What follows belongs to an exercise in optimizing a design on an open flow for small area, a short achievable clock period and few clock cycles; a production flow would make more cautious choices. The RTL was checked by simulation tests, not by an equivalence proof against the original design. Power and IR drop assume default switching activity.

Setup of build 76:
==> module mtfrcb_table, before the edit <==
module mtfrcb_table
(
    input  logic       i_clk,
    input  logic       i_init,       
    input  logic       i_cmp_en,     
    input  logic [7:0] i_key,        
    input  logic [7:0] i_key_n,      
    output logic       o_hit0,       
    output logic [7:0] o_rank,       
    output logic       o_rank0,      
    output logic       o_rank1       
);
    localparam int N  = mtfrcb_pkg::TABLE_SIZE;
    localparam int GL = mtfrcb_pkg::GROUP_LEN;
    localparam int NG = mtfrcb_pkg::NUM_GROUPS;
    logic [7:0]   w_val [N];
    logic [N-1:0] w_match;
    logic [7:0]   r_key;
    logic [N-1:0] w_shift;
    logic [N-1:0] w_hold;
    for (genvar k = 0; k < N; k++) begin : g_cell
        logic [7:0] w_prev;
        if (k == 0) begin : g_head
            assign w_prev = r_key;
        end else begin : g_body
            assign w_prev = w_val[k-1];
        end
        mtfrcb_cell #(.POS(8'(k))) u_cell (
            .i_clk   (i_clk),
            .i_shift (w_shift[k]),
            .i_hold  (w_hold[k]),
            .i_key   ((k < N/2) ? i_key : ~i_key_n),
            .i_prev  (w_prev),
            .o_val   (w_val[k]),
            .o_match (w_match[k])
        );
    end
    assign o_hit0 = w_match[0];
    logic [NG-1:0] w_gany;
    logic [3:0]    w_gpos [NG];
    for (genvar g = 0; g < NG; g++) begin : g_genc
        logic [GL-1:0] w_m;
        assign w_m = w_match[g*GL +: GL];
        assign w_gany[g] = i_cmp_en && (|w_m);
        for (genvar b = 0; b < 4; b++) begin : g_bit
            logic [GL-1:0] w_mask;
            for (genvar i = 0; i < GL; i++) begin : g_m
                assign w_mask[i] = i[b];
            end
            assign w_gpos[g][b] = i_cmp_en && (|(w_m & w_mask));
        end
    end
    logic [NG-1:0] r_gany;
    logic [3:0]    r_gpos [NG];
    always_ff @(posedge i_clk) begin
        for (int g = 0; g < NG; g++) begin
            r_gany[g] <= w_gany[g];
            r_gpos[g] <= w_gpos[g];
        end
        r_key <= i_key;
    end
    logic [3:0] w_lo;
    logic [3:0] w_hi;
    always_comb begin
        w_lo = '0;
        w_hi = '0;
        for (int g = 0; g < NG; g++) begin
            w_lo = w_lo | r_gpos[g];
            w_hi = w_hi | (r_gany[g] ? 4'(g) : 4'd0);
        end
    end
    assign o_rank  = {w_hi, w_lo};
    assign o_rank0 = r_gany[0] && (r_gpos[0] == 4'd0);
    assign o_rank1 = r_gany[0] && (r_gpos[0] == 4'd1);
    for (genvar g = 0; g < NG; g++) begin : g_upd
        logic w_later;
        if (g == NG-1) begin : g_last
            assign w_later = 1'b0;
        end else begin : g_more
            assign w_later = |r_gany[NG-1:g+1];
        end
        for (genvar i = 0; i < GL; i++) begin : g_pos
            localparam int K = g*GL + i;
            assign w_shift[K] = w_later || (r_gany[g] && (r_gpos[g] >= 4'(i)));
            assign w_hold[K]  = !w_shift[K] && !i_init;
        end
    end
endmodule
make LEC_CHECK=0 ABC_AREA=1 ABC_CLOCK_PERIOD_IN_PS=1500 CAP_MARGIN=20 CORE_MARGIN=2 CORE_UTILIZATION=65 CTS_CLUSTER_DIAMETER=80 CTS_CLUSTER_SIZE=20 SETUP_SLACK_MARGIN=2.5 SLEW_MARGIN=20 finish   # period 5.0 ns
run.sh (not shown) runs the stock make flow with config.mk's settings and CLKGATE_MAP_FILE= SYNTH_SCRIPT=/design/flow/synth_recipe.tcl, a recipe that flattens the netlist after the stock synthesis.
Testbench counts of build 76, summed over its fixed seeds: cycles 52,315.
--- input diff build 76..build 93 ---
--- a/flow/design.v
+++ b/flow/design.v
@@ -110,8 +110,12 @@
             assign w_later = |r_gany[NG-1:g+1];
         end
+        logic w_keep;
+        assign w_keep = !w_later && !i_init;
         for (genvar i = 0; i < GL; i++) begin : g_pos
             localparam int K = g*GL + i;
-            assign w_shift[K] = w_later || (r_gany[g] && (r_gpos[g] >= 4'(i)));
-            assign w_hold[K]  = !w_shift[K] && !i_init;
+            logic w_here;
+            assign w_here     = r_gany[g] && (r_gpos[g] >= 4'(i));
+            assign w_shift[K] = w_later || w_here;
+            assign w_hold[K]  = w_keep && !w_here;
         end
     end
[summary]
On vertical die dimension, build 76 and build 93 are basically level.
Higher total power goes to build 76 over build 93.
As far as part of the power in the clock network is concerned, build 76 and build 93 perform about the same.
In build 93, the final cell count without fillers came out 205 below the value in build 76.
On post-route worst setup slack, build 76 loses to build 93.
Testbench counts of build 93, summed over its fixed seeds: cycles 52,315.


Another version of the RTL of mtf_rank_context_binarizer (not shown whole).
Size: roughly 2300 flip-flops.
==> module mtfrcb_table, before the edit <==
module mtfrcb_table
(
    input  logic       i_clk,
    input  logic       i_init,       
    input  logic       i_cmp_en,     
    input  logic [7:0] i_key,        
    input  logic [7:0] i_key_n,      
    output logic       o_hit0,       
    output logic [7:0] o_rank,       
    output logic       o_rank0,      
    output logic       o_rank1       
);
    localparam int N  = mtfrcb_pkg::TABLE_SIZE;
    localparam int GL = mtfrcb_pkg::GROUP_LEN;
    localparam int NG = mtfrcb_pkg::NUM_GROUPS;
    logic [7:0]   w_val [N];
    logic [N-1:0] w_match;
    logic [7:0]   r_key;
    logic [N-1:0] w_shift;
    logic [N-1:0] w_hold;
    for (genvar k = 0; k < N; k++) begin : g_cell
        logic [7:0] w_prev;
        if (k == 0) begin : g_head
            assign w_prev = r_key;
        end else begin : g_body
            assign w_prev = w_val[k-1];
        end
        mtfrcb_cell #(.POS(8'(k))) u_cell (
            .i_clk   (i_clk),
            .i_shift (w_shift[k]),
            .i_hold  (w_hold[k]),
            .i_key   ((k < N/2) ? i_key : ~i_key_n),
            .i_prev  (w_prev),
            .o_val   (w_val[k]),
            .o_match (w_match[k])
        );
    end
    assign o_hit0 = w_match[0];
    logic [NG-1:0] w_gany;
    logic [3:0]    w_gpos [NG];
    for (genvar g = 0; g < NG; g++) begin : g_genc
        logic [GL-1:0] w_m;
        assign w_m = w_match[g*GL +: GL];
        assign w_gany[g] = i_cmp_en && (|w_m);
        for (genvar b = 0; b < 4; b++) begin : g_bit
            logic [GL-1:0] w_mask;
            for (genvar i = 0; i < GL; i++) begin : g_m
                assign w_mask[i] = i[b];
            end
            assign w_gpos[g][b] = i_cmp_en && (|(w_m & w_mask));
        end
    end
    logic [NG-1:0] r_gany;
    logic [3:0]    r_gpos [NG];
    always_ff @(posedge i_clk) begin
        for (int g = 0; g < NG; g++) begin
            r_gany[g] <= w_gany[g];
            r_gpos[g] <= w_gpos[g];
        end
        r_key <= i_key;
    end
    logic [3:0] w_lo;
    logic [3:0] w_hi;
    always_comb begin
        w_lo = '0;
        w_hi = '0;
        for (int g = 0; g < NG; g++) begin
            w_lo = w_lo | r_gpos[g];
            w_hi = w_hi | (r_gany[g] ? 4'(g) : 4'd0);
        end
    end
    assign o_rank  = {w_hi, w_lo};
    assign o_rank0 = r_gany[0] && (r_gpos[0] == 4'd0);
    assign o_rank1 = r_gany[0] && (r_gpos[0] == 4'd1);
    logic [NG-1:0] w_gv;
    assign w_gv = r_gany & {NG{!i_init}};
    for (genvar g = 0; g < NG; g++) begin : g_upd
        logic w_later;
        if (g == NG-1) begin : g_last
            assign w_later = 1'b0;
        end else begin : g_more
            assign w_later = |w_gv[NG-1:g+1];
        end
        logic w_keep;
        assign w_keep = !w_later && !i_init;
        for (genvar i = 0; i < GL; i++) begin : g_pos
            localparam int K = g*GL + i;
            logic w_here;
            assign w_here     = w_gv[g] && (r_gpos[g] >= 4'(i));
            assign w_shift[K] = w_later || w_here;
            assign w_hold[K]  = w_keep && !w_here;
        end
    end
endmodule
==> module mtf_rank_context_binarizer, before the edit <==
module mtf_rank_context_binarizer
(
    input  logic                 i_clk,
    input  logic                 i_rst_n,
    input  logic                 i_valid,
    output logic                 o_ready,
    input  logic                 i_op,
    input  logic [mtfrcb_pkg::SYM_W-1:0]     i_symbol,
    input  logic                 i_is_marker,
    input  logic [mtfrcb_pkg::SIZE_BITS-1:0] i_block_size,
    output logic                 o_valid,
    input  logic                 i_ready,
    output logic                 o_decision_bit,
    output logic [mtfrcb_pkg::CTX_W-1:0]     o_context_index,
    output logic                 o_raw_bit,
    output logic                 o_last_of_item
);
    logic        r_iv;
    logic        r_op;
    logic [7:0]  r_sym;
    logic [7:0]  r_sym_n;       
    logic        r_mk;
    logic [29:0] r_bsize;
    logic        r_lock;        
    logic        r_stall;       
    logic        r_ordy;        
    logic        r_uv;
    logic        r_uop;
    logic        r_umk;
    logic        r_init;        
    logic        w_go;
    logic        w_hit0;
    logic [7:0]  w_rank;
    logic        w_rank0, w_rank1;
    logic [1:0]  w_cnt_keep, w_cnt_pop;
    logic        w_pop;
    logic        w_hdr_done;
    logic        w_blk_next;
    logic        w_full_keep, w_full_pop;
    logic        w_iv_next, w_lock_next, w_stall_next;
    logic        w_take;
    assign o_ready = r_ordy;
    assign w_take  = !r_lock && (!r_iv || !r_stall);
    assign w_go    = r_iv && !r_stall;
    assign w_blk_next  = w_go && (r_op || (!r_mk && !w_hit0));
    assign w_full_keep = (w_cnt_keep == 2'd3) || ((w_cnt_keep == 2'd2) && w_go);
    assign w_full_pop  = (w_cnt_pop == 2'd3) || ((w_cnt_pop == 2'd2) && w_go);
    assign w_iv_next    = w_take ? i_valid : (r_iv && !w_go);
    assign w_lock_next  = (w_take && i_valid && i_op) || (r_lock && !w_hdr_done);
    assign w_stall_next = w_blk_next || (w_pop ? w_full_pop : w_full_keep);
    always_ff @(posedge i_clk) begin
        if (!i_rst_n) begin
            r_iv    <= 1'b0;
            r_lock  <= 1'b0;
            r_stall <= 1'b0;
            r_ordy  <= 1'b1;
            r_uv    <= 1'b0;
            r_init  <= 1'b1;
        end else begin
            r_iv    <= w_iv_next;
            r_lock  <= w_lock_next;
            r_stall <= w_stall_next;
            r_ordy  <= !w_lock_next && (!w_iv_next || !w_stall_next);
            r_uv    <= w_go;
            r_init  <= w_go && r_op;
        end
    end
    always_ff @(posedge i_clk) begin
        r_uop <= r_op;
        r_umk <= r_mk;
        if (w_take) begin
            r_op    <= i_op;
            r_mk    <= i_is_marker;
            r_bsize <= i_block_size;
        end
        r_sym   <= ({8{w_take}} & i_symbol) | ({8{!w_take}} & r_sym);
        r_sym_n <= ({8{w_take}} & ~i_symbol) | ({8{!w_take}} & r_sym_n);
    end
    mtfrcb_table u_table (
        .i_clk    (i_clk),
        .i_init   (r_init),
        .i_cmp_en (w_go && !r_op && !r_mk),
        .i_key    (r_sym),
        .i_key_n  (r_sym_n),
        .o_hit0   (w_hit0),
        .o_rank   (w_rank),
        .o_rank0  (w_rank0),
        .o_rank1  (w_rank1)
    );
    mtfrcb_emit u_emit (
        .i_clk           (i_clk),
        .i_rst_n         (i_rst_n),
        .i_push          (r_uv),
        .i_push_hdr      (r_uop),
        .i_push_mk       (r_umk),
        .i_push_rank     (w_rank),
        .i_push_r0       (w_rank0 && !r_umk && !r_uop),
        .i_push_r1       (w_rank1 && !r_umk && !r_uop),
        .i_bsize         (r_bsize),
        .o_cnt_keep      (w_cnt_keep),
        .o_cnt_pop       (w_cnt_pop),
        .o_pop           (w_pop),
        .o_hdr_done      (w_hdr_done),
        .o_valid         (o_valid),
        .i_ready         (i_ready),
        .o_decision_bit  (o_decision_bit),
        .o_context_index (o_context_index),
        .o_raw_bit       (o_raw_bit),
        .o_last_of_item  (o_last_of_item)
    );
endmodule
make LEC_CHECK=0 ABC_AREA=1 ABC_CLOCK_PERIOD_IN_PS=1500 CAP_MARGIN=20 CORE_MARGIN=2 CORE_UTILIZATION=60 CTS_CLUSTER_DIAMETER=80 CTS_CLUSTER_SIZE=20 SETUP_SLACK_MARGIN=2.6 SLEW_MARGIN=20 finish   # period 5.0 ns
Testbench counts at the start, summed over its fixed seeds: cycles 52,315.
Then changed:
--- a/flow/design.v
+++ b/flow/design.v
@@ -100,25 +100,23 @@
         end
     end
     assign o_rank  = {w_hi, w_lo};
     assign o_rank0 = r_gany[0] && (r_gpos[0] == 4'd0);
     assign o_rank1 = r_gany[0] && (r_gpos[0] == 4'd1);
-    logic [NG-1:0] w_gv;
-    assign w_gv = r_gany & {NG{!i_init}};
     for (genvar g = 0; g < NG; g++) begin : g_upd
         logic w_later;
         if (g == NG-1) begin : g_last
             assign w_later = 1'b0;
         end else begin : g_more
-            assign w_later = |w_gv[NG-1:g+1];
+            assign w_later = |r_gany[NG-1:g+1];
         end
         logic w_keep;
         assign w_keep = !w_later && !i_init;
         for (genvar i = 0; i < GL; i++) begin : g_pos
             localparam int K = g*GL + i;
             logic w_here;
-            assign w_here     = w_gv[g] && (r_gpos[g] >= 4'(i));
+            assign w_here     = r_gany[g] && (r_gpos[g] >= 4'(i));
             assign w_shift[K] = w_later || w_here;
             assign w_hold[K]  = w_keep && !w_here;
         end
     end
 endmodule
@@ -394,11 +392,11 @@
         r_sym_n <= ({8{w_take}} & ~i_symbol) | ({8{!w_take}} & r_sym_n);
     end
     mtfrcb_table u_table (
         .i_clk    (i_clk),
         .i_init   (r_init),
-        .i_cmp_en (w_go && !r_op && !r_mk),
+        .i_cmp_en (w_go && !r_op && !r_mk && i_rst_n),
         .i_key    (r_sym),
         .i_key_n  (r_sym_n),
         .o_hit0   (w_hit0),
         .o_rank   (w_rank),
         .o_rank0  (w_rank0),
=>
- global-route usage goes down by 2.3 points
- non-clock buffer count came out lower by 128
- setup slack gains 85 ps
- cell area drops by 3.1%
- register-to-register slack improves by 90 ps
- utilization went down by 2.0 points
- total power falls by 0.80%
- count of clock-buffer cells in the layout is lower by 3
- wire length is lower by about 8%
- via count fell by 4.8%
- hold slack improved by 40 ps
- area after synthesis drops by 0.46%
- die area decreases by 0.46%
- critical path depth is lower by 1
Testbench counts after the change, summed over its fixed seeds: cycles 52,315.


Setup of run D:
mtf_rank_context_binarizer, a different RTL version from the one above (not shown whole).
Size: roughly 12000 cells after synthesis, roughly 2400 flip-flops, roughly 58 I/O pins, ~110000 um2 of cells after synthesis.
==> module mtfrcb_table, before the edit <==
module mtfrcb_table
(
    input  logic       i_clk,
    input  logic       i_init,       
    input  logic       i_act,        
    input  logic [7:0] i_key,        
    output logic       o_hit0,       
    output logic [7:0] o_rank        
);
    localparam int N  = mtfrcb_pkg::TABLE_SIZE;
    localparam int GL = mtfrcb_pkg::GROUP_LEN;
    localparam int NG = mtfrcb_pkg::NUM_GROUPS;
    logic [7:0]   w_val [N];
    logic [N-1:0] w_match;
    logic [N-1:0] w_lsuf;        
    logic [N-1:0] r_lsuf;
    logic [7:0]   r_key;
    logic [NG-1:0] w_gsuf;       
    logic [N-1:0] w_sh;
    logic [N-1:0] w_shift;
    logic [N-1:0] w_hold;
    for (genvar k = 0; k < N; k++) begin : g_cell
        logic [7:0] w_prev;
        if (k == 0) begin : g_head
            assign w_prev = r_key;
        end else begin : g_body
            assign w_prev = w_val[k-1];
        end
        mtfrcb_cell #(.POS(8'(k))) u_cell (
            .i_clk   (i_clk),
            .i_shift (w_shift[k]),
            .i_hold  (w_hold[k]),
            .i_key   (i_key),
            .i_prev  (w_prev),
            .o_val   (w_val[k]),
            .o_match (w_match[k])
        );
    end
    assign o_hit0 = w_match[0];
    for (genvar k = 0; k < N; k++) begin : g_lsuf
        localparam int GE = (k / GL) * GL + GL - 1;
        assign w_lsuf[k] = |w_match[GE:k];
    end
    always_ff @(posedge i_clk) begin
        r_lsuf <= w_lsuf;
        r_key  <= i_key;
    end
    logic [NG-1:0] w_gany;
    logic [N-1:0]  w_one;
    for (genvar g = 0; g < NG; g++) begin : g_grp
        assign w_gany[g] = r_lsuf[g*GL];
        if (g == NG-1) begin : g_last
            assign w_gsuf[g] = 1'b0;
        end else begin : g_more
            assign w_gsuf[g] = |w_gany[NG-1:g+1];
        end
    end
    for (genvar k = 0; k < N; k++) begin : g_upd
        assign w_sh[k]    = r_lsuf[k] | w_gsuf[k / GL];
        assign w_shift[k] = w_sh[k] & i_act;
        assign w_hold[k]  = !w_shift[k] & !i_init;
        if (k % GL == GL-1) begin : g_end
            assign w_one[k] = r_lsuf[k];
        end else begin : g_mid
            assign w_one[k] = r_lsuf[k] & !r_lsuf[k+1];
        end
    end
    for (genvar b = 0; b < 8; b++) begin : g_rank
        logic [N-1:0] w_mask;
        for (genvar k = 0; k < N; k++) begin : g_m
            assign w_mask[k] = k[b];
        end
        assign o_rank[b] = |(w_one & w_mask);
    end
endmodule
clock: 5.0 ns
lec_check: 0
cap_margin: 20
core_margin: 2
core_utilization: 40
slew_margin: 20
Run D finished every stage and its layout cleared the timing, design-rule and antenna checks.
Testbench counts of run D, summed over its fixed seeds: cycles 52,315.
#### Input delta (run C over run D)
--- a/flow/design.v
+++ b/flow/design.v
@@ -42,11 +42,7 @@
     localparam int NG = mtfrcb_pkg::NUM_GROUPS;
     logic [7:0]   w_val [N];
     logic [N-1:0] w_match;
-    logic [N-1:0] w_lsuf;        
-    logic [N-1:0] r_lsuf;
     logic [7:0]   r_key;
-    logic [NG-1:0] w_gsuf;       
-    logic [N-1:0] w_sh;
     logic [N-1:0] w_shift;
     logic [N-1:0] w_hold;
     for (genvar k = 0; k < N; k++) begin : g_cell
@@ -67,40 +63,33 @@
         );
     end
     assign o_hit0 = w_match[0];
-    for (genvar k = 0; k < N; k++) begin : g_lsuf
-        localparam int GE = (k / GL) * GL + GL - 1;
-        assign w_lsuf[k] = |w_match[GE:k];
+    logic [7:0] w_enc;
+    for (genvar b = 0; b < 8; b++) begin : g_enc
+        logic [N-1:0] w_mask;
+        for (genvar k = 0; k < N; k++) begin : g_m
+            assign w_mask[k] = k[b];
+        end
+        assign w_enc[b] = |(w_match & w_mask);
     end
+    logic [7:0] r_rank;
     always_ff @(posedge i_clk) begin
-        r_lsuf <= w_lsuf;
+        r_rank <= w_enc;
         r_key  <= i_key;
     end
-    logic [NG-1:0] w_gany;
-    logic [N-1:0]  w_one;
-    for (genvar g = 0; g < NG; g++) begin : g_grp
-        assign w_gany[g] = r_lsuf[g*GL];
-        if (g == NG-1) begin : g_last
-            assign w_gsuf[g] = 1'b0;
-        end else begin : g_more
-            assign w_gsuf[g] = |w_gany[NG-1:g+1];
-        end
+    assign o_rank = r_rank;
+    logic [NG-1:0] w_hi_gt;      
+    logic [NG-1:0] w_hi_eq;      
+    logic [GL-1:0] w_lo_ge;      
+    for (genvar g = 0; g < NG; g++) begin : g_hi
+        assign w_hi_gt[g] = i_act && (r_rank[7:4] > 4'(g));
+        assign w_hi_eq[g] = i_act && (r_rank[7:4] == 4'(g));
+    end
+    for (genvar i = 0; i < GL; i++) begin : g_lo
+        assign w_lo_ge[i] = (r_rank[3:0] >= 4'(i));
     end
     for (genvar k = 0; k < N; k++) begin : g_upd
-        assign w_sh[k]    = r_lsuf[k] | w_gsuf[k / GL];
-        assign w_shift[k] = w_sh[k] & i_act;
+        assign w_shift[k] = w_hi_gt[k / GL] | (w_hi_eq[k / GL] & w_lo_ge[k % GL]);
         assign w_hold[k]  = !w_shift[k] & !i_init;
-        if (k % GL == GL-1) begin : g_end
-            assign w_one[k] = r_lsuf[k];
-        end else begin : g_mid
-            assign w_one[k] = r_lsuf[k] & !r_lsuf[k+1];
-        end
-    end
-    for (genvar b = 0; b < 8; b++) begin : g_rank
-        logic [N-1:0] w_mask;
-        for (genvar k = 0; k < N; k++) begin : g_m
-            assign w_mask[k] = k[b];
-        end
-        assign o_rank[b] = |(w_one & w_mask);
     end
 endmodule
 module mtfrcb_emit
Results
- Final area sits lower in run C than in run D.
- From run D to run C the numbers moved as follows: number of buffers added by the clock tree synthesis step fell by about 17%, register-to-register setup slack has decreased, routed via count divided by cell count increased by 0.13 relative to the old numbers, total routed wire length on the met1 layer went up by about 10%.
- Sort run C and run D by number of placed instances, taps included, descending, and run D comes first.
- Clock share of power: run C < run D
- For the highest net fanout along the worst path, run C came in 3 lower than run D did.
- Detailed-route via count: run C vs run D, no meaningful difference
- Between run D and run C, switching portion of total power increased.
- The number of signal-net buffers in the layout in run C was higher than what run D gave.
- [compare] base=run D new=run C: count of nets after finishing now smaller, relative contribution of sequential cells to total power now smaller.
Testbench counts of run C, summed over its fixed seeds: cycles 52,315.

separate check: timing with driven ports:
Ports are ideal in the flow. The routed layouts listed here were re-timed in OpenROAD.
Step 1 assumes that a clkbuf_16 drives the clock port and a buf_2 every other input.
Step 2 moves the port delays by t, midway between the first and last clock arrival at a register: inputs arrive t later, outputs are due t later. That takes back most of the time a late clock gives input paths.
Three values: ideal, step 1, step 2; two values: the first two.
| run | shift t [ns] | setup slack, ns | hold WS [ns] | worst slew at a driven data input, ns | pins driven straight from the clock port |
|---|---|---|---|---|---|
| build 76 | 0.879 | 2.402 / 2.402 / 1.792 | 0.445 / 0.445 / 0.445 | 0.05 | 1 |
| build 93 | 0.857 | 2.535 / 2.479 / 1.741 | 0.430 / 0.430 / 0.430 | 0.04 | 1 |
| the first run of note 2 | 0.903 | 2.514 / 2.514 / 2.011 | 0.390 / 0.390 / 0.390 | 0.05 | 1 |
| the second run of note 2 | 0.891 | 2.599 / 2.573 / 1.802 | 0.430 / 0.430 / 0.430 | 0.04 | 1 |
| run D | 0.939 | 0.778 / 0.778 / 0.778 | 0.426 / 0.426 / 0.426 | 0.05 | 1 |
| run C | 0.977 | 0.344 / 0.344 / 0.344 | 0.428 / 0.428 / 0.428 | 0.08 | 1 |
After both steps setup and hold are still met in every run listed. The setup slack of the second run of note 2, which loses most, moves by -0.026 ns with the drivers and by -0.797 ns with both steps.
